This design comes from an exercise in tuning for small area, a short achievable clock period and few clock cycles on the open sky130 flow, not from production work.
Function was checked by simulation only, so behaviour that the tests miss may differ from the original.
Power figures rest on the tool's default switching activity, not on a simulated workload.

==> flow/design.v <==
`timescale 1ns/1ps
`timescale 1ns/1ps
`timescale 1ns/1ps
`timescale 1ns/1ps
`timescale 1ns/1ps
`timescale 1ns/1ps
`timescale 1ns/1ps
`timescale 1ns/1ps
module rename_core_top (
    input  logic        clk,
    input  logic        rst,
    input  logic        flush,
    output logic        wb_cyc,
    output logic        wb_stb,
    output logic [31:0] wb_adr,
    input  logic [31:0] wb_dat_i,
    input  logic        wb_ack,
    output logic [31:0] retire_pc,
    output logic [31:0] retire_word,
    output logic [4:0]  retire_rd,
    output logic [31:0] retire_value,
    output logic        retire_valid,
    output logic        halted
);
    logic [29:0] fpc;         
    logic        cyc_q;
    logic        stopped;     
    logic        take;
    logic        in_halt;
    logic        ir_v;
    logic [31:0] ir;
    logic        rd_v;
    logic [31:0] rd_word;
    logic [31:0] rd_a;
    logic [31:0] rd_b;
    logic        ret_v;
    logic [29:0] ret_pc;      
    logic [31:0] ret_word;
    logic [31:0] ret_value;
    logic [31:0] regs [32];
    assign wb_cyc  = cyc_q;
    assign wb_stb  = cyc_q;
    assign wb_adr  = {fpc, 2'b00};
    assign in_halt = wb_dat_i[31:30] == 2'd2;
    assign take    = cyc_q && wb_ack && !flush;
    always_ff @(posedge clk) begin
        if (rst) begin
            cyc_q   <= 1'b1;
            stopped <= 1'b0;
            halted  <= 1'b0;
            fpc     <= '0;
        end else if (flush) begin
            cyc_q   <= 1'b0;
            stopped <= 1'b0;
            halted  <= 1'b0;
            fpc     <= ret_pc + 30'd1;
        end else begin
            if (take) begin
                fpc <= fpc + 30'd1;
                if (in_halt) begin
                    cyc_q   <= 1'b0;
                    stopped <= 1'b1;
                    halted  <= 1'b1;
                end
            end else if (!stopped) begin
                cyc_q <= 1'b1;
            end
        end
    end
    always_ff @(posedge clk) begin
        if (rst) begin
            ir_v <= 1'b0;
        end else begin
            ir_v <= take && !in_halt;
        end
        ir <= wb_dat_i;
    end
    logic [4:0]  ir_rs1;
    logic [4:0]  ir_rs2;
    logic        ir_addi;
    logic [4:0]  ex_rd;
    logic [31:0] sel_a;
    logic [31:0] sel_b;
    logic [31:0] src_a;
    logic [31:0] src_b;
    always_comb begin
        src_a = '0;
        src_b = '0;
        for (int i = 1; i < 32; i++) begin
            sel_a[i] = ir_rs1 == 5'(i);
            sel_b[i] = ir_rs2 == 5'(i);
            src_a    = src_a | (regs[i] & {32{sel_a[i]}});
            src_b    = src_b | (regs[i] & {32{sel_b[i]}});
        end
        sel_a[0] = 1'b0;
        sel_b[0] = 1'b0;
    end
    logic        fwd_ea;
    logic        fwd_eb;
    logic        fwd_wa;
    logic        fwd_wb;
    logic [4:0]  wb_rd;
    logic [31:0] sum;
    assign wb_rd   = ret_word[29:25];
    assign fwd_ea  = rd_v && ex_rd == ir_rs1 && ir_rs1 != 5'd0;
    assign fwd_eb  = rd_v && ex_rd == ir_rs2 && ir_rs2 != 5'd0;
    assign fwd_wa  = ret_v && wb_rd == ir_rs1 && ir_rs1 != 5'd0;
    assign fwd_wb  = ret_v && wb_rd == ir_rs2 && ir_rs2 != 5'd0;
    assign ir_rs1  = ir[24:20];
    assign ir_rs2  = ir[19:15];
    assign ir_addi = ir[31:30] == 2'd1;
    assign ex_rd   = rd_word[29:25];
    always_ff @(posedge clk) begin
        if (rst) begin
            rd_v <= 1'b0;
        end else begin
            rd_v <= ir_v && !flush;
        end
        rd_word <= ir;
        rd_a    <= fwd_ea ? sum : fwd_wa ? ret_value : src_a;
        rd_b    <= ir_addi ? {{16{ir[15]}}, ir[15:0]} :
                   fwd_eb ? sum : fwd_wb ? ret_value : src_b;
    end
    logic        commit;
    assign sum    = rd_a + rd_b;
    assign commit = rd_v && !flush;
    always_ff @(posedge clk) begin
        if (rst) begin
            ret_v  <= 1'b0;
            ret_pc <= '1;
        end else begin
            ret_v <= commit;
            if (commit) begin
                ret_pc <= ret_pc + 30'd1;
            end
        end
        ret_word  <= rd_word;
        ret_value <= sum;
    end
    logic [31:0] wdata;
    assign wdata   = rst ? 32'd0 : ret_value;
    assign regs[0] = 32'd0;
    for (genvar i = 1; i < 32; i++) begin : g_reg
        logic [31:0] q;
        always_ff @(posedge clk) begin
            if (rst || (ret_v && wb_rd == 5'(i))) begin
                q <= wdata;
            end
        end
        assign regs[i] = q;
    end
    assign retire_valid = ret_v;
    assign retire_pc    = {ret_pc, 2'b00};
    assign retire_word  = ret_word;
    assign retire_rd    = wb_rd;
    assign retire_value = ret_value;
endmodule
==> flow/config.mk <==
export PLATFORM = sky130hd
export DESIGN_NAME = rename_core_top
export DESIGN_NICKNAME = rename_core_top
export VERILOG_FILES = /design/flow/design.v
export SDC_FILE = /design/flow/constraint.sdc
export NUM_CORES = 4
export LEC_CHECK = 0
export ABC_CLOCK_PERIOD_IN_PS = 3000
export CAP_MARGIN = 20
export CORE_MARGIN = 2
export CORE_UTILIZATION = 40
export CTS_CLUSTER_DIAMETER = 80
export CTS_CLUSTER_SIZE = 24
export PLACE_DENSITY = 0.6
export SETUP_SLACK_MARGIN = 5
export SLEW_MARGIN = 20
export TNS_END_PERCENT = 100
==> flow/constraint.sdc <==
create_clock -name core_clock -period 8.0 [get_ports {clk}]
set_input_delay 1.6000 -clock core_clock [delete_from_list [all_inputs] [get_ports {clk}]]
set_output_delay 1.6000 -clock core_clock [all_outputs]
set_load 0.01 [all_outputs]
standard.sh (not shown) runs the stock make flow with config.mk's settings and CLKGATE_MAP_FILE= SYNTH_SCRIPT=/design/flow/synth_recipe.tcl, a recipe that flattens the netlist after the stock synthesis.
==> flow/flow/run.sh <==
#!/bin/bash
set -euo pipefail
cd "$(dirname "$0")/.."
cp config.mk config_own.mk
cat >> config_own.mk <<'MK'
export BUFFER_PORTS_ARGS = -buffer_cell sky130_fd_sc_hd__buf_1
MK
sed "s#DESIGN_CONFIG=[^ ]*#DESIGN_CONFIG=$PWD/config_own.mk#" standard.sh > standard_own.sh
grep -q "config_own.mk" standard_own.sh
bash standard_own.sh > standard_own.log 2>&1
The baseline finished with timing, DRC and antenna clean.
Testbench counts at the start, summed over its fixed seeds: cycles 7,942.
Edit:
==> flow/run.sh (new file) <==
#!/bin/bash
# synth_recipe.tcl (not shown) runs the flow's synth.tcl, then flattens the netlist and writes it again
# the make line also repeats each setting of config.mk as NAME=value (left out here)
make -C /OpenROAD-flow-scripts/flow DESIGN_CONFIG=/design/flow/config.mk WORK_HOME=/design/flow/orfs CLKGATE_MAP_FILE= SYNTH_SCRIPT=/design/flow/synth_recipe.tcl finish
removed: flow/flow/run.sh
removed: flow/standard.sh
What happened:
- routed wire length goes up by 1.1%
- synthesized area is unchanged
- total power goes up by 0.71%
- die area does not change
- worst setup slack is better by 33 ps
- flip-flop and latch count does not change
- sequential share of layout area goes down by 0.84 points
- register-to-register slack is better by 30 ps
- via count is about the same

separate check: timing with driven ports:
The results above use ideal ports. As a check the final layouts listed here were re-extracted and re-timed, cells and wires unchanged.
Step 1 assumes that a clkbuf_16 drives the clock port and a buf_2 every other input.
Step 2 moves the port delays by t, midway between the first and last clock arrival at a register: inputs arrive t later, outputs are due t later. That takes back most of the time a late clock gives input paths.
a / b / c = ideal / step 1 / step 2; a / b = the first two.
| run | t, ns | setup slack, ns | worst register clock-pin slew, ns |
|---|---|---|---|
| the first run | 0.770 | 4.886 / 4.886 / 4.274 | 0.10 / 0.10 |
| the second run | 0.772 | 4.919 / 4.919 / 4.206 | 0.11 / 0.11 |
After both steps setup and hold are still met in every run listed. For the second run, which loses most, drivers alone change the setup slack by 0.000 ns; drivers and shift together by -0.713 ns.
